Source: an optimization exercise on an open RTL-to-GDS flow (aim: small area and a short achievable clock period). Production flows keep margins and buffers that such runs may drop. The RTL was checked by simulation tests, not by an equivalence proof against the original design. Power figures rest on the tool's default switching activity, not on a simulated workload.

`design/flow/design.v`:
```
package sdramPkg;
    typedef logic [21:0] wordAddrT;
    typedef logic [15:0] dataT;      
    typedef logic [7:0]  lengthT;    
    typedef logic [6:0]  countT;     
    localparam logic [2:0] cmdNop         = 3'b111;
    localparam logic [2:0] cmdActive      = 3'b011;
    localparam logic [2:0] cmdRead        = 3'b101;
    localparam logic [2:0] cmdWrite       = 3'b100;
    localparam logic [2:0] cmdBurstTerm   = 3'b110;
    localparam logic [2:0] cmdPrecharge   = 3'b010;
    localparam logic [2:0] cmdAutoRefresh = 3'b001;
    localparam logic [2:0] cmdLoadMode    = 3'b000;
    localparam logic [11:0] modeWord = 12'b00_0_00_010_0_111;
endpackage
`timescale 1ns/10ps
module burstFifo
(
    input  logic  CLK,
    input  logic  RESET_N,
    input  logic  clear,       
    input  logic  push,
    input  sdramPkg::dataT  pushData,
    input  logic  pop,
    output sdramPkg::dataT  headData,    
    output sdramPkg::countT count,
    output logic  full,
    output logic  empty
);
    logic [63:0][15:0] mem;
    logic [5:0]  wrPtr;
    logic [5:0]  rdPtrX;      
    logic [5:0]  rdPtrN;
    logic        fullR;
    logic        notEmpty;
    logic        doPush;
    logic        doPop;
    logic [63:0] wrSlot;      
    logic [63:0] wrEn;
    logic [63:0] rdSel;
    logic        headTake;    
    sdramPkg::dataT nextWord;
    assign doPush = push && !fullR;       
    assign doPop  = pop && notEmpty;      
    assign rdPtrN = rdPtrX ^ 6'd1;
    always_ff @(posedge CLK or negedge RESET_N)
    begin
        if (!RESET_N)
        begin
            wrPtr    <= '0;
            rdPtrX   <= '0;
            count    <= '0;
            fullR    <= 1'b0;
            notEmpty <= 1'b0;
        end
        else if (clear)
        begin
            wrPtr    <= '0;
            rdPtrX   <= '0;
            count    <= '0;
            fullR    <= 1'b0;
            notEmpty <= 1'b0;
        end
        else
        begin
            if (doPush)
                wrPtr <= wrPtr + 1'b1;
            if (doPop)
                rdPtrX <= (rdPtrN + 1'b1) ^ 6'd1;
            case ({doPush, doPop})
                2'b10:   count <= count + 1'b1;
                2'b01:   count <= count - 1'b1;
                default: count <= count;
            endcase
            fullR    <= (count == 7'd64 && !doPop) || (count == 7'd63 && doPush && !doPop);
            notEmpty <= !((count == 7'd0 && !doPush) || (count == 7'd1 && doPop && !doPush));
        end
    end
    always_ff @(posedge CLK or negedge RESET_N)
    begin
        if (!RESET_N)
            full <= 1'b0;
        else
            full <= !clear && !doPop && (count[6] || (count == 7'd63 && doPush));
    end
    logic emptyOutN;
    always_ff @(posedge CLK or negedge RESET_N)
    begin
        if (!RESET_N)
            emptyOutN <= 1'b0;
        else
            emptyOutN <= !clear && (doPush || (count > 7'd1) || (count[0] && !doPop));
    end
    assign empty = !emptyOutN;
    always_comb
    begin
        for (int i = 0; i < 64; i++)
        begin
            wrSlot[i] = (wrPtr == 6'(i)) && !fullR;
            wrEn[i]   = push && wrSlot[i];
            rdSel[i]  = (rdPtrN == 6'(i));
        end
    end
    always_ff @(posedge CLK)
    begin
        for (int i = 0; i < 64; i++)
            if (wrEn[i])
                mem[i] <= pushData;
    end
    always_comb
    begin
        nextWord = '0;
        for (int i = 0; i < 64; i++)
            nextWord = nextWord | (mem[i] & {16{rdSel[i]}});
    end
    logic headPop;
    logic headHold;
    assign headTake = (count == 7'd0) || (count == 7'd1 && doPop);
    assign headPop  = doPop && !headTake;
    assign headHold = !((count == 7'd0) || (pop && emptyOutN));
    always_ff @(posedge CLK)
    begin
        headData <= (pushData & {16{headTake}}) | (nextWord & {16{headPop}}) | (headData & {16{headHold}});
    end
endmodule
`timescale 1ns/10ps
module burstScheduler
(
    input  logic     CLK,
    input  logic     RESET_N,
    input  logic     wrLoad,
    input  sdramPkg::wordAddrT wrStartAddr,
    input  sdramPkg::wordAddrT wrMaxAddr,
    input  sdramPkg::lengthT   wrLength,
    input  logic     rdLoad,
    input  sdramPkg::wordAddrT rdStartAddr,
    input  sdramPkg::wordAddrT rdMaxAddr,
    input  sdramPkg::lengthT   rdLength,
    input  sdramPkg::countT    wrCount,
    input  sdramPkg::countT    rdCount,
    output logic     holding,
    output logic     burstWrite,
    output sdramPkg::wordAddrT burstAddr,    
    output logic [5:0]         burstLenM1,   
    input  logic     burstDone
);
    sdramPkg::wordAddrT wrOfs;        
    sdramPkg::wordAddrT rdOfs;        
    logic     wrStale;      
    logic     rdStale;
    logic     wrReady;
    logic     rdReady;
    logic     request;
    sdramPkg::wordAddrT wrStartHeld;
    sdramPkg::wordAddrT rdStartHeld;
    logic [6:0]         wrLenHeld;
    logic [6:0]         rdLenHeld;
    sdramPkg::wordAddrT burstStart;
    sdramPkg::wordAddrT burstOfs;     
    logic [6:0]         burstLen;
    logic [22:0]        lastOfs;     
    logic [7:0]         lastLow;
    logic [6:0]         nextLow;
    sdramPkg::wordAddrT nextOfs;     
    sdramPkg::wordAddrT sStart;      
    sdramPkg::wordAddrT sMax;
    logic               wrAdvance;   
    logic               rdAdvance;
    logic [22:0]        csaSum;      
    logic [23:0]        csaCarry;
    logic               cmpCarry;    
    logic               endCarry;    
    logic               pastMax;
    sdramPkg::wordAddrT advOfs;
    function automatic logic carryOut(input logic [31:0] a, input logic [31:0] b);
        logic [31:0] g;
        logic [31:0] p;
        g = a & b;
        p = a | b;
        for (int l = 0; l < 5; l++)
            for (int i = 0; i < 32; i++)
                if ((i % (2 << l)) == (2 << l) - 1)
                begin
                    g[i] = g[i] | (p[i] & g[i - (1 << l)]);
                    p[i] = p[i] & p[i - (1 << l)];
                end
        carryOut = g[31];
    endfunction
    function automatic logic [21:0] add22(input logic [21:0] a, input logic [21:0] b);
        logic [21:0] g;
        logic [21:0] p;
        logic [21:0] x;
        x = a ^ b;
        g = a & b;
        p = x;
        for (int l = 0; l < 5; l++)
            for (int i = 21; i >= (1 << l); i--)
            begin
                g[i] = g[i] | (p[i] & g[i - (1 << l)]);
                p[i] = p[i] & p[i - (1 << l)];
            end
        add22 = x ^ {g[20:0], 1'b0};
    endfunction
    function automatic logic [15:0] incr15(input logic [14:0] x, input logic cin);
        logic [15:0] xs;
        xs = {1'b0, x};
        for (int i = 0; i < 16; i++)
            incr15[i] = xs[i] ^ (cin && ((x | ~((15'd1 << i) - 15'd1)) == 15'h7fff));
    endfunction
    function automatic logic [15:0] incr16(input logic [15:0] x, input logic cin);
        for (int i = 0; i < 16; i++)
            incr16[i] = x[i] ^ (cin && ((x | ~((16'd1 << i) - 16'd1)) == 16'hffff));
    endfunction
    assign wrReady = (wrLength != '0) && ({1'b0, wrCount} >= wrLength);    
    assign rdReady = (rdLength != '0) && (rdLength <= (8'd64 - {1'b0, rdCount}));    
    assign request = !holding && !wrLoad && !rdLoad && (wrReady || rdReady);
    assign burstStart = burstWrite ? wrStartHeld : rdStartHeld;
    assign burstOfs   = burstWrite ? wrOfs : rdOfs;
    assign burstLen   = burstWrite ? wrLenHeld : rdLenHeld;
    assign burstLenM1 = 6'(burstLen - 7'd1);
    assign burstAddr  = add22(burstStart, burstOfs);
    assign lastLow = {1'b0, burstOfs[6:0]} + {1'b0, burstLenM1, 1'b1};
    assign nextLow = {1'b0, burstOfs[5:0]} + {1'b0, burstLenM1} + 7'd1;
    assign nextOfs = {incr16(burstOfs[21:6], nextLow[6]), nextLow[5:0]};
    always_ff @(posedge CLK)
    begin
        lastOfs <= {incr15(burstOfs[21:7], lastLow[7]), lastLow[6:0]};
        sStart  <= burstWrite ? wrStartAddr : rdStartAddr;
        sMax    <= burstWrite ? wrMaxAddr : rdMaxAddr;
    end
    always_comb
    begin
        for (int i = 0; i < 23; i++)
        begin
            logic s, k, n;
            s = (i < 22) ? sStart[i % 22] : 1'b0;
            k = lastOfs[i];
            n = (i < 22) ? !sMax[i % 22] : 1'b1;
            csaSum[i]       = s ^ k ^ n;
            csaCarry[i + 1] = (s & k) | (s & n) | (k & n);
        end
        csaCarry[0] = 1'b0;
        cmpCarry = carryOut({csaSum, 9'd0}, {csaCarry[22:0], 9'd0});
        endCarry = carryOut({sStart, 10'd0}, {lastOfs[21:0], 10'd0});
        pastMax  = lastOfs[22] ? (!endCarry || cmpCarry) : cmpCarry;
        advOfs   = pastMax ? '0 : nextOfs;
    end
    always_ff @(posedge CLK or negedge RESET_N)
    begin
        if (!RESET_N)
        begin
            wrOfs      <= '0;
            rdOfs      <= '0;
            holding    <= 1'b0;
            burstWrite <= 1'b0;
            wrStale    <= 1'b0;
            rdStale    <= 1'b0;
            wrAdvance  <= 1'b0;
            rdAdvance  <= 1'b0;
        end
        else
        begin
            if (request)
            begin
                holding    <= 1'b1;
                burstWrite <= wrReady;
            end
            if (burstDone)
                holding <= 1'b0;
            wrAdvance <= 1'b0;
            rdAdvance <= 1'b0;
            if (wrLoad)
            begin
                if (!(holding && burstWrite && !burstDone))
                    wrOfs <= '0;
                wrStale <= holding && burstWrite && !burstDone;
            end
            else if (burstDone && burstWrite)
            begin
                if (wrStale)
                    wrOfs <= '0;
                wrAdvance <= !wrStale;
                wrStale   <= 1'b0;
            end
            else if (wrAdvance)
                wrOfs <= advOfs;
            if (rdLoad)
            begin
                if (!(holding && !burstWrite && !burstDone))
                    rdOfs <= '0;
                rdStale <= holding && !burstWrite && !burstDone;
            end
            else if (burstDone && !burstWrite)
            begin
                if (rdStale)
                    rdOfs <= '0;
                rdAdvance <= !rdStale;
                rdStale   <= 1'b0;
            end
            else if (rdAdvance)
                rdOfs <= advOfs;
        end
    end
    always_ff @(posedge CLK)
    begin
        if (!holding)
        begin
            wrStartHeld <= wrStartAddr;
            rdStartHeld <= rdStartAddr;
            wrLenHeld   <= wrLength[6:0];
            rdLenHeld   <= rdLength[6:0];
        end
    end
endmodule
`timescale 1ns/10ps
module sdramSequencer
(
    input  logic        CLK,
    input  logic        RESET_N,
    input  logic        holding,
    input  logic        burstWrite,
    input  sdramPkg::wordAddrT    burstAddr,
    input  logic [5:0]  burstLenM1,
    output logic        burstDone,
    output logic        wrPop,
    output logic        rdPush,
    output sdramPkg::dataT        rdPushData,
    output logic [11:0] sdrAddr,
    output logic [1:0]  sdrBank,
    output logic        sdrCsN,
    output logic        sdrCke,
    output logic        sdrRasN,
    output logic        sdrCasN,
    output logic        sdrWeN,
    output logic [1:0]  sdrDqm,
    output logic        sdrDqOe,
    input  sdramPkg::dataT        sdrDqIn
);
    typedef enum logic [2:0] {
        stInit,
        stIdle,
        stRefresh,
        stActivate,
        stData,
        stTerminate,
        stPrecharge
    } seqStateT;
    seqStateT    state;
    logic [2:0]  cmdN;          
    logic        csOn;          
    logic [5:0]  cnt;           
    logic [8:0]  tmr;           
    logic        refPending;
    logic        dataNext;      
    logic        dqmLow;
    logic        dqOe;          
    logic        popNext;       
    logic        rdWin1;
    logic        rdWin2;        
    logic        rdWin3;
    assign {sdrRasN, sdrCasN, sdrWeN} = ~cmdN;
    assign sdrCsN   = !csOn;
    assign sdrDqm   = {2{!dqmLow}};
    assign sdrDqOe  = dqOe;
    assign wrPop    = popNext;
    assign dataNext = ((state == stActivate) && (cnt == 6'd0)) || ((state == stData) && (cnt != 6'd0));
    always_ff @(posedge CLK or negedge RESET_N)
    begin
        if (!RESET_N)
        begin
            state      <= stInit;
            cmdN       <= ~sdramPkg::cmdNop;
            cnt        <= '0;
            tmr        <= '0;
            refPending <= 1'b0;
            sdrCke     <= 1'b0;
            csOn       <= 1'b0;    
            sdrAddr    <= '0;
            sdrBank    <= '0;
            dqmLow     <= 1'b0;
            dqOe       <= 1'b0;
            popNext    <= 1'b0;
            rdWin1     <= 1'b0;
            rdWin2     <= 1'b0;
            rdWin3     <= 1'b0;
            rdPush     <= 1'b0;
            burstDone  <= 1'b0;
        end
        else
        begin
            sdrCke    <= 1'b1;
            cmdN      <= ~sdramPkg::cmdNop;      
            burstDone <= 1'b0;
            dqmLow    <= dataNext;
            dqOe      <= burstWrite && (((state == stData) && (cnt != 6'd0)) || ((state == stActivate) && (cnt == 6'd0)));
            popNext   <= dataNext && burstWrite;
            rdWin1    <= dataNext && !burstWrite;
            rdWin2    <= rdWin1;
            rdWin3    <= rdWin2;
            rdPush    <= rdWin3;
            cnt       <= cnt - 6'd1;
            case (state)
                stInit:
                begin
                    tmr <= tmr + 9'd1;
                    if (tmr == 9'd99)
                    begin
                        csOn    <= 1'b1;
                        cmdN     <= ~(sdramPkg::cmdPrecharge);
                        sdrAddr <= 12'h400;    
                    end
                    else if ((tmr == 9'd101) || (tmr == 9'd108))
                        cmdN <= ~(sdramPkg::cmdAutoRefresh);
                    else if (tmr == 9'd115)
                    begin
                        cmdN     <= ~(sdramPkg::cmdLoadMode);
                        sdrAddr <= sdramPkg::modeWord;
                        sdrBank <= '0;
                    end
                    else if (tmr == 9'd117)
                    begin
                        state <= stIdle;
                        tmr   <= '0;
                    end
                end
                stIdle:
                begin
                    if (refPending)    
                    begin
                        cmdN        <= ~(sdramPkg::cmdAutoRefresh);
                        refPending <= 1'b0;
                        cnt        <= 6'd6;
                        state      <= stRefresh;
                    end
                    else if (holding && !burstDone)
                    begin
                        cmdN      <= ~(sdramPkg::cmdActive);
                        sdrBank  <= burstAddr[21:20];
                        sdrAddr  <= burstAddr[19:8];    
                        cnt      <= 6'd1;
                        state    <= stActivate;
                    end
                end
                stRefresh:
                begin
                    if (cnt == 6'd0)
                        state <= stIdle;
                end
                stActivate:
                begin
                    if (cnt == 6'd0)
                    begin
                        cmdN     <= ~(burstWrite ? sdramPkg::cmdWrite : sdramPkg::cmdRead);
                        sdrAddr <= {4'b0000, burstAddr[7:0]};    
                        cnt     <= burstLenM1;
                        state   <= stData;
                    end
                end
                stData:
                begin
                    if (cnt == 6'd0)
                    begin
                        cmdN   <= ~(sdramPkg::cmdBurstTerm);    
                        cnt   <= burstWrite ? 6'd0 : 6'd1;
                        state <= stTerminate;
                    end
                end
                stTerminate:
                begin
                    if (cnt == 6'd0)
                    begin
                        cmdN     <= ~(sdramPkg::cmdPrecharge);
                        sdrAddr <= 12'h400;
                        cnt     <= 6'd1;
                        state   <= stPrecharge;
                    end
                end
                stPrecharge:
                begin
                    if (cnt == 6'd0)
                    begin
                        burstDone <= 1'b1;
                        state     <= stIdle;
                    end
                end
                default: state <= stIdle;
            endcase
            if (state != stInit)
            begin
                if (tmr == 9'd389)
                begin
                    tmr        <= '0;
                    refPending <= 1'b1;
                end
                else
                    tmr <= tmr + 9'd1;
            end
        end
    end
    always_ff @(posedge CLK)
    begin
        rdPushData <= sdrDqIn;
    end
endmodule
`timescale 1ns/10ps
module sdramCtrlTop
(
    input  logic        CLK,
    input  logic        RESET_N,
    input  sdramPkg::dataT        wrData,
    input  logic        wrValid,
    output logic        wrFull,
    input  logic        wrLoad,         
    input  sdramPkg::wordAddrT    wrStartAddr,
    input  sdramPkg::wordAddrT    wrMaxAddr,
    input  sdramPkg::lengthT      wrLength,
    output sdramPkg::dataT        rdData,
    input  logic        rdPop,
    output logic        rdEmpty,
    input  logic        rdLoad,
    input  sdramPkg::wordAddrT    rdStartAddr,
    input  sdramPkg::wordAddrT    rdMaxAddr,
    input  sdramPkg::lengthT      rdLength,
    output logic [11:0] sdrAddr,
    output logic [1:0]  sdrBank,
    output logic        sdrCsN,
    output logic        sdrCke,
    output logic        sdrRasN,
    output logic        sdrCasN,
    output logic        sdrWeN,
    output logic [1:0]  sdrDqm,
    output sdramPkg::dataT        sdrDqOut,
    output logic        sdrDqOe,
    input  sdramPkg::dataT        sdrDqIn
);
    sdramPkg::countT    wrCount;
    sdramPkg::countT    rdCount;
    logic     wrPop;
    logic     rdPush;
    sdramPkg::dataT     rdPushData;
    logic     holding;
    logic     burstWrite;
    sdramPkg::wordAddrT burstAddr;
    logic [5:0]         burstLenM1;
    logic     burstDone;
    burstFifo wrFifo (
        .CLK      (CLK),
        .RESET_N  (RESET_N),
        .clear    (wrLoad),
        .push     (wrValid),
        .pushData (wrData),
        .pop      (wrPop),
        .headData (sdrDqOut),
        .count    (wrCount),
        .full     (wrFull),
        .empty    ()
    );
    burstFifo rdFifo (
        .CLK      (CLK),
        .RESET_N  (RESET_N),
        .clear    (rdLoad),
        .push     (rdPush),
        .pushData (rdPushData),
        .pop      (rdPop),
        .headData (rdData),
        .count    (rdCount),
        .full     (),
        .empty    (rdEmpty)
    );
    burstScheduler scheduler (
        .CLK         (CLK),
        .RESET_N     (RESET_N),
        .wrLoad      (wrLoad),
        .wrStartAddr (wrStartAddr),
        .wrMaxAddr   (wrMaxAddr),
        .wrLength    (wrLength),
        .rdLoad      (rdLoad),
        .rdStartAddr (rdStartAddr),
        .rdMaxAddr   (rdMaxAddr),
        .rdLength    (rdLength),
        .wrCount     (wrCount),
        .rdCount     (rdCount),
        .holding     (holding),
        .burstWrite  (burstWrite),
        .burstAddr   (burstAddr),
        .burstLenM1  (burstLenM1),
        .burstDone   (burstDone)
    );
    sdramSequencer sequencer (
        .CLK        (CLK),
        .RESET_N    (RESET_N),
        .holding    (holding),
        .burstWrite (burstWrite),
        .burstAddr  (burstAddr),
        .burstLenM1 (burstLenM1),
        .burstDone  (burstDone),
        .wrPop      (wrPop),
        .rdPush     (rdPush),
        .rdPushData (rdPushData),
        .sdrAddr    (sdrAddr),
        .sdrBank    (sdrBank),
        .sdrCsN     (sdrCsN),
        .sdrCke     (sdrCke),
        .sdrRasN    (sdrRasN),
        .sdrCasN    (sdrCasN),
        .sdrWeN     (sdrWeN),
        .sdrDqm     (sdrDqm),
        .sdrDqOe    (sdrDqOe),
        .sdrDqIn    (sdrDqIn)
    );
endmodule
```
`design/flow/flow/run.sh`:
```
#!/bin/bash
# The standard layout (standard.sh: the standard synthesis, then ORFS from floorplan to
# finish) with two changes to how the layout is made, not to what is measured:
#  - repair_timing aims for more setup slack than the 10 ns constraint needs (SETUP_SLACK_MARGIN),
#    so the resizer keeps working on the paths that set the achieved period;
#  - the port buffers that buffer_ports inserts are buf_2 cells instead of delay buffers.
# The SDC (clock period, I/O delays, loads) is the standard flow's constraint.sdc, unchanged.
# ORFS writes each step's full log under orfs/logs; make's own output goes to standard.log.
export SETUP_SLACK_MARGIN=${FLOW_SETUP_MARGIN:-6.5}
export BUFFER_PORTS_ARGS="-buffer_cell sky130_fd_sc_hd__buf_2"
bash standard.sh > standard.log 2>&1
```
`design/flow/standard.sh`:
```
#!/bin/bash
# synth_recipe.tcl (not shown) runs the flow's synth.tcl, then flattens the netlist and writes it again
# the make line also repeats each setting of config.mk as NAME=value (left out here)
make -C /OpenROAD-flow-scripts/flow DESIGN_CONFIG=/design/flow/config.mk WORK_HOME=/design/flow/orfs CLKGATE_MAP_FILE= SYNTH_SCRIPT=/design/flow/synth_recipe.tcl "${@:-finish}"
```
`design/flow/config.mk`:
```
export PLATFORM = sky130hd
export DESIGN_NAME = sdramCtrlTop
export DESIGN_NICKNAME = sdramCtrlTop
export VERILOG_FILES = /design/flow/design.v
export SDC_FILE = /design/flow/constraint.sdc
export NUM_CORES = 4
export LEC_CHECK = 0
export CAP_MARGIN = 20
export CORE_MARGIN = 2
export CORE_UTILIZATION = 40
export SLEW_MARGIN = 20
```
`design/flow/constraint.sdc`:
```
create_clock -name core_clock -period 10.0 [get_ports {CLK}]
set_input_delay 2.0000 -clock core_clock [delete_from_list [all_inputs] [get_ports {CLK}]]
set_output_delay 2.0000 -clock core_clock [all_outputs]
set_load 0.01 [all_outputs]
```
==> results by group, run 1 <==
STA
  • Final Max Slew Viols: 0
  • Clock skew: 0.0882 ns
  • Worst slew pin tran: 1.31 ns
  • WHS: 0.351 ns
  • Tcrit/Tclk final: 0.377
  • Final setup fails: 0
  • RSZ-0062 raised after global routing: yes
  • Fin crit period: 3.77 ns
  • Final Hold Viols: 0
  • Rel. slew slack: 0.125
  • Setup TNS: 0 ns
  • Highest clock rate: 265 MHz

Worst setup path
  • Critical-path maximum fanout: 16
  • Critical Path RT: 10.50 ns
  • Data arrival, critical path: 4.28 ns
  • Worst reg2reg setup slack: 6.33 ns
  • Worst setup path start: wrValid
  • RR Endpoint: wrFifo.headData[1]
  • Startpoint Class: input pin
  • Worst setup EP type: register
  • Crit path kind: in -> reg
  • RR Startpoint: wrFifo.rdPtrX[1]
  • Crit path capture: wrFifo.mem[664]
  • Reg2Reg Depth: 9

Power
  • Pleak: 36.7 nW
  • Clock power frac: 0.423
  • Peak VDD IR: 0.000171 V
  • Internal: 0.0160 W
  • Pwr Density: 194 nW/um2
  • Sw Pwr: 0.00485 W
  • Sw frac: 0.232
  • Sequential Power Share: 0.525
  • Combinational share of power: 0.053

Global route
  • Met1 Usage GRT: 0.396
  • Met3 Resource Use GR: 0.106
  • Global route overflow: 0
  • M2 GR Usage: 0.466
  • Initial antenna violation count: 18
  • First-pass GRT wire length: 506 mm
  • Vias in the first global route: 58923
  • GRT Max-Usage Layer: met2
  • Largest net degree at the start of global routing: 93
  • Gr usage total: 0.317

Yosys
  • Largest area contributor in the netlist: edfxtp_1
  • Number of flops mapped to enable cells by yosys: 2104
  • Async SR Flop Fraction: 0.0593
  • Yosys warns: 3
  • Seq/Total Area, Yosys: 0.751
  • Synth cell types: 79
  • Syn_nets: 6213
  • Top FF cell, synth: edfxtp_1
  • Synthesized cell area: 91900 um2
  • Post-synthesis average cell area: 15.5 um2
  • Mapped Cells: 5928
  • Synth top area share: 0.688
  • Area contributors post-synth: edfxtp_1, a22oi_1, dfrtp_1
  • Synthesized flop and latch total: 2359

Floorplan
  • Chip Height: 483 um
  • # rows: 175
  • I/O pin count: 198
  • Initial core utilization: 0.403
  • Die area: 234000 um2
  • Die X: 483 um
  • Core ar.: 228000 um2

Clock tree
  • Clk root buf: clkbuf_16
  • Htree depth: 4
  • CTS tree: built
  • Clock-pin slew on the worst setup and hold paths: 0.06 ns
  • Hold-fix buffers, CTS: 0
  • Clock Tree Buf Depth: 3
  • Sink Count: 2359
  • Later-pin clock latency in the skew report: 0.93 ns
  • CTS Buf Count: 237

Final layout
  • Area growth from synthesis to layout: 17.1%
  • Design area: 108000 um2
  • Most common cell after layout, fill and taps aside: edfxtp_1
  • Multi-input gate area: 22900 um2
  • Ratio of cells with drive above 1 in the final layout: 0.193
  • Nets: 6614
  • Most frequent cells in the layout: edfxtp_1, a22oi_1, nand2_1
  • Fillers: 19431
  • FF+latch area: 69100 um2

Route
  • DRC viols: 0
  • Vias/cell: 6.55
  • Starting DRC count in detailed routing: 11885
  • Routed via count: 62635
  • Final WL: 380 mm
  • Drt wl/cell: 39.7 um
  • DRT Pass-1 Iters: 9
  • Post-DRT Antenna Nets: 0

Place
  • Gp weighted congestion: 1.01
  • Dpl cell area: 98200 um2
  • # port buffers: 197
  • Post-DP HPWL: 230 mm

Min path
  • Hold crit path type: reg -> reg

Run status
  • Status: timing/DRC/antenna clean

Job
  • Max_cap viols: 0
worst max-delay path: stages:
cell      delay, ns
buf_2          0.08
nand2b_1       0.27
nor2_1         0.24
nand2_2        0.50
nor2_2         1.14
what timing repair did:
item,4_1_cts,5_1_grt
resized for setup,150,113
endpoints found under the setup margin,257,255
gates cloned,4,0
setup buffers,19,31
pin swaps,12,27
layer usage:
layer / vias to the layer above / share of wire
li1: 24317 / -
met1: 31431 / 0.34
met2: 5521 / 0.43
met3: 1354 / 0.14
met4: 12 / 0.084
met5: - / 0.00060
worst min-delay path by stage:
stage / startpoint / end / slack [ns] / cells past startpoint
3_5_place_dp: sequencer.rdWin1 / sequencer.rdWin2 / 0.34 / 0
3_3_place_gp: sequencer.rdWin1 / sequencer.rdWin2 / 0.34 / 0
4_1_cts: sequencer.rdWin1 / sequencer.rdWin2 / 0.36 / 0
6_report: sequencer.rdWin1 / sequencer.rdWin2 / 0.35 / 0
5_1_grt: sequencer.rdWin1 / sequencer.rdWin2 / 0.37 / 0
2_1_floorplan: sequencer.rdWin3 / sequencer.rdPush / 0.33 / 0
cells by family (layout without fill, tap and decap cells):
family	after synthesis	count (layout)	share of synthesized area
flops	2359	2359	0.751
simple gates	1474	1476	0.0828
xor+xnor	89	89	0.00848
fa+ha+maj	147	147	0.0219
mux	97	97	0.0116
compound gates	1307	1307	0.105
other cells	1	12	0.0000408
buf+inv	454	1063	0.0198
through the flow:
stage               setup WS (ns)  total power (W)  cells  utilization
floorplan                    6.36           0.0116   5928            -
detailed placement           5.19           0.0122   9038        0.431
CTS                          6.33           0.0209   9510        0.468
global placement             5.18           0.0121   9031        0.430
finish                       6.23           0.0209   9559        0.472
global route                 6.29           0.0213   9549        0.472
cells in the mapped netlist, types with 11 or more instances:
library cell and count:
nand3b_1 18, and3b_1 13, a2111oi_0 53, edfxtp_1 2104, mux2i_1 23, dfrtp_1 140
ha_1 119, nor2b_1 37, a221oi_1 26, clkbuf_1 263, o22ai_1 11, nand2b_1 36
nand4_1 120, or4_1 14, and2_1 64, and2_0 16, a21o_1 15, o21ai_0 118
a22o_1 41, a32oi_1 61, nor2_1 290, o21a_1 12, nand2_1 313, fa_1 24
buf_2 44, dfxtp_1 115, nor3_1 50, a22oi_1 783, xnor2_1 51, xor2_1 38
nand3_1 163, nor4_1 77, inv_1 125, or3_1 21, mux2_2 74, a21oi_1 83
and3_1 203
area by class of cell:
type	count	area share
Antenna cell	11	0.000256
Timing Repair Buffer	489	0.0336
Tap cell	3009	0.0350
Sequential cell	2359	0.642
Clock inverter	134	0.0120
Multi-Input combinational cell	3117	0.213
Clock buffer	315	0.0595
Inverter	125	0.00440
registers in the layout, summed over array words and instances, names as in the netlist, 7 cells and up:
| register | cells |
|---|---|
| rdFifo.mem | 1024 |
| wrFifo.mem | 1024 |
| scheduler.lastOfs | 23 |
| scheduler.rdOfs | 22 |
| scheduler.rdStartHeld | 22 |
| scheduler.sMax | 22 |
| scheduler.sStart | 22 |
| scheduler.wrOfs | 22 |
| scheduler.wrStartHeld | 22 |
| rdFifo.headData | 16 |
| sequencer.rdPushData | 16 |
| wrFifo.headData | 16 |
| sequencer.sdrAddr | 12 |
| sequencer.tmr | 9 |
| rdFifo.count | 7 |
| wrFifo.count | 7 |
power by group through the flow:
| stage | sequential [W] | combinational (W) | clock, W |
|---|---|---|---|
| detailed placement | 0.0111 | 0.00103 | 0 |
| floorplan | 0.0111 | 0.000445 | 0 |
| finish | 0.0109 | 0.00110 | 0.00882 |
| global placement | 0.0111 | 0.00100 | 0 |
| CTS | 0.0109 | 0.00106 | 0.00885 |
| global route | 0.0109 | 0.00115 | 0.00924 |
==> inputs of run 2 (changes only) <==
--- a/design/flow/config.mk
+++ b/design/flow/config.mk
@@ -8,4 +8,6 @@
 export CAP_MARGIN = 20
 export CORE_MARGIN = 2
 export CORE_UTILIZATION = 40
+export CTS_CLUSTER_DIAMETER = 80
+export CTS_CLUSTER_SIZE = 20
 export SLEW_MARGIN = 20
==> run 2 against run 1 <==
Effect of this change:
- still clean
- combinational power about the same
- register-to-register slack got worse by 0.19 ns
- first-iteration DRC count increased by 0.95%
- sequential power about the same
- count of clock-buffer cells in the layout decreased by 103
- total power decreased by 11%
- wire length decreased by 0.53%
- sequential share of layout area increased by 1.9 points
- synthesized cell count unchanged
- via count decreased by 1.1%
- global-route usage decreased by 0.22 points
- utilization decreased by 1.3 points
- largest cell class unchanged
- largest power group unchanged
- highest routed layer unchanged
==> results by group, run 2 <==
Run status
  • Status: timing/DRC/antenna clean (unchanged)

Min path
  • Hold-critical path endpoint: sequencer.rdWin3 (was sequencer.rdWin2)
  • HP Start: sequencer.rdWin2 (was sequencer.rdWin1)
  • Hold crit path type: reg -> reg (unchanged)
  • Hold depth: 0 (unchanged)

Global route
  • Largest net degree at the start of global routing: 93 (unchanged)
  • First-pass GRT wire length: 502 mm (was 506 mm)
  • Global route overflow: 0 (unchanged)
  • Vias in the first global route: 57923 (was 58923)
  • Initial antenna violation count: 17 (was 18)
  • Gr usage total: 0.315 (was 0.317)

Power
  • Pleak: 35.1 nW (was 36.7 nW)
  • Power, Total: 0.0186 W (was 0.0209 W)
  • Peak VDD IR: 0.000205 V (was 0.000171 V)
  • Pwr Density: 177 nW/um2 (was 194 nW/um2)

Worst setup path
  • Reg2Reg Depth: 10 (was 9)
  • RR Startpoint: wrFifo.rdPtrX[1] (unchanged)
  • RR Endpoint: wrFifo.headData[9] (was wrFifo.headData[1])
  • Crit-path slowest cell: nor2_2 (unchanged)
  • Critical Path RT: 10.46 ns (was 10.50 ns)
  • Worst setup EP type: register (unchanged)
  • Max incr delay on CP: 1.16 ns (was 1.14 ns)
  • Crit path kind: in -> reg (unchanged)
  • Data arrival, critical path: 4.34 ns (was 4.28 ns)
  • CP top delay family: simple AND/OR/NAND/NOR gates (unchanged)
  • Critical path buffer and inverter count: 1 (unchanged)
  • Critical-path maximum fanout: 16 (unchanged)
  • Worst reg2reg setup slack: 6.14 ns (was 6.33 ns)
  • Startpoint Class: input pin (unchanged)
  • Cells along the critical path: buf_2 -> nand2b_1 -> nor2_1 -> nand2_2 -> nor2_2 (unchanged)

Floorplan
  • # rows: 175 (unchanged)
  • Die X: 483 um (unchanged)
  • Die area: 234000 um2 (unchanged)
  • Chip Height: 483 um (unchanged)
  • I/O pin count: 198 (unchanged)
  • Initial core utilization: 0.403 (unchanged)
  • Core ar.: 228000 um2 (unchanged)

Place
  • Worst slack, placed: 5.19 ns (unchanged)
  • Gp weighted congestion: 1.01 (unchanged)
  • Post-DP HPWL: 230 mm (unchanged)
  • # port buffers: 197 (unchanged)

Yosys
  • Post-synthesis average cell area: 15.5 um2 (unchanged)
  • Count leader, synth: edfxtp_1 (unchanged)
  • Largest area contributor in the netlist: edfxtp_1 (unchanged)
  • Synth Area in XOR/XNOR: 0.00848 (unchanged)
  • Simple-Gate Fraction of Synth Area: 0.0828 (unchanged)
  • Synthesized flop and latch total: 2359 (unchanged)
  • Syn_nets: 6213 (unchanged)
  • Synth Area in Compound Gates: 0.105 (unchanged)
  • Post-Synth Adder-Cell Area: 0.0219 (unchanged)
  • Area contributors post-synth: edfxtp_1, a22oi_1, dfrtp_1 (unchanged)
  • Synth top area share: 0.688 (unchanged)
  • Largest family of logic cells by synthesized area: compound AO/OA/AOI/OAI gates (unchanged)
  • Synth top cells by count: edfxtp_1, a22oi_1, nand2_1 (unchanged)
  • Synthesized cell area: 91900 um2 (unchanged)
  • Mapped Cells: 5928 (unchanged)
  • Top FF cell, synth: edfxtp_1 (unchanged)
  • Yosys warns: 3 (unchanged)
  • Async SR Flop Fraction: 0.0593 (unchanged)
  • Seq/Total Area, Yosys: 0.751 (unchanged)
  • Synth cell types: 79 (unchanged)
  • Number of flops mapped to enable cells by yosys: 2104 (unchanged)
  • Mux contribution to synthesized area: 0.0116 (unchanged)

Route
  • Final WL: 378 mm (was 380 mm)
  • DRC viols: 0 (unchanged)
  • Routed via count: 61923 (was 62635)
  • Vias/cell: 6.62 (was 6.55)
  • Post-DRT Antenna Nets: 0 (unchanged)
  • Starting DRC count in detailed routing: 11998 (was 11885)
  • DRT Pass-1 Iters: 6 (was 9)
  • Drt wl/cell: 40.4 um (was 39.7 um)

STA
  • Final Hold Viols: 0 (unchanged)
  • Final Max Slew Viols: 0 (unchanged)
  • Final setup fails: 0 (unchanged)
  • Worst slew pin tran: 1.34 ns (was 1.31 ns)
  • Tcrit/Tclk final: 0.388 (was 0.377)
  • RSZ-0062 raised after global routing: yes (unchanged)
  • Highest clock rate: 258 MHz (was 265 MHz)
  • Fin crit period: 3.88 ns (was 3.77 ns)
  • WHS: 0.334 ns (was 0.351 ns)
  • Clock skew: 0.0745 ns (was 0.0882 ns)
  • Setup TNS: 0 ns (unchanged)
  • Final worst slack: 6.12 ns (was 6.23 ns)
  • Rel. slew slack: 0.107 (was 0.125)

Final layout
  • Area growth from synthesis to layout: 13.8% (was 17.1%)
  • Core Util, Final: 0.459 (was 0.472)
  • Most frequent cells in the layout: edfxtp_1, a22oi_1, nand2_1 (unchanged)
  • Registers with the most flip-flops: rdFifo.mem x1024, wrFifo.mem x1024, scheduler.lastOfs x23 (unchanged)
  • Nets: 6522 (was 6614)
  • Ratio of cells with drive above 1 in the final layout: 0.175 (was 0.193)
  • Most common cell after layout, fill and taps aside: edfxtp_1 (unchanged)
  • Fillers: 19684 (was 19431)

Clock tree
  • Clock-pin slew on the worst setup and hold paths: 0.08 ns (was 0.06 ns)
  • CTS Buf Count: 149 (was 237)
  • CTS tree: built (unchanged)
  • Sink Count: 2359 (unchanged)
  • Clock Tree Buf Depth: 3 (unchanged)
  • Htree depth: 4 (unchanged)
  • Clk root buf: clkbuf_16 (unchanged)
  • Hold-fix buffers, CTS: 0 (unchanged)
  • Later-pin clock latency in the skew report: 0.89 ns (was 0.93 ns)

Job
  • Max_cap viols: 0 (unchanged)
run 2: cell counts after synthesis:
No cell type changed its count.
run 2: layout make-up:
cell class                      count  area (um2)  area share
Clock buffer                      212        4020      0.0384
Timing Repair Buffer              485        3540      0.0338
Tap cell                         3009        3760      0.0360
Antenna cell                        3        7.51   0.0000718
Sequential cell                  2359       69100       0.661
Inverter                          125         473     0.00452
Clock inverter                     46         776     0.00742
Multi-Input combinational cell   3117       22900       0.219
run 2: repair_timing:
action,in CTS,in global routing
pin swaps,9,39
gates resized for setup,129,105
cloned,4,1
setup buffers,13,35
setup endpoints to repair,282,271
run 2: metrics by stage:
| stage | area, um2 | instances |
|---|---|---|
| after floorplan | 92200 | 5928 |
| after global placement | 98000 | 9031 |
| after detailed placement | 98200 | 9038 |
| after CTS | 104000 | 9313 |
| after global routing | 105000 | 9354 |
| final | 105000 | 9356 |
run 2: kinds of logic after synthesis:
family / after synthesis
flip-flops: 2359
AND/OR/NAND/NOR: 1474
AO/OA/AOI/OAI: 1307
buffers and inverters: 454
adder cells (fa/ha/maj): 147
multiplexers: 97
XOR/XNOR: 89
other: 1
run 2: layer usage:
layer	vias to the layer above	part of all wire	track usage
li1	24014	-	-
met1	31215	0.34	0.400
met2	5457	0.43	0.468
met3	1229	0.14	0.0940
met4	8	0.082	0.207
met5	-	0.00014	0
run 2: how the worst max path moves through the flow:
| stage | cells after the start | startpoint | slack (ns) | endpoint |
|---|---|---|---|---|
| 6_report | 5 | wrValid | 6.12 | wrFifo.mem[714] |
| 5_1_grt | 5 | wrValid | 6.26 | wrFifo.mem[599] |
| 3_5_place_dp | 13 | scheduler.burstWrite | 5.19 | scheduler.wrOfs[19] |
| 3_3_place_gp | 8 | rdPop | 5.18 | rdFifo.headData[12] |
| 2_1_floorplan | 5 | wrValid | 6.36 | wrFifo.mem[112] |
| 4_1_cts | 5 | wrValid | 6.37 | wrFifo.mem[730] |
run 2: power by group:
group          switching, W  internal [W]
Sequential         0.000112        0.0108
Combinational      0.000761      0.000320
Clock               0.00357       0.00299

separate check: timing with driven ports:
Ports are ideal in the flow. The routed layouts listed here were re-timed in OpenROAD. Step 1 assumes that a clkbuf_16 drives the clock port and a buf_2 every other input. Step 2 adds t to the input delays and takes it off the output delays; t is the mean of the earliest and latest rising clock arrival at the registers after step 1. Input paths then give back, and output paths get back, about the clock's delay inside the block. Three values: no drivers, after step 1, after step 2; two values: the first two.
run | t (ns) | setup slack, ns | worst hold slack (ns) | worst setup path after step 2 | cell pins on the clock port's net
run 1 | 0.978 | 6.227 / 6.276 / 5.298 | 0.351 / 0.351 / 0.351 | input to register | 1
run 2 | 0.950 | 6.123 / 6.137 / 5.221 | 0.334 / 0.334 / 0.334 | input to register | 1
After both steps every run listed still meets setup and hold. The setup slack of run 1, which loses most, moves by +0.049 ns with the drivers and by -0.929 ns with both steps.
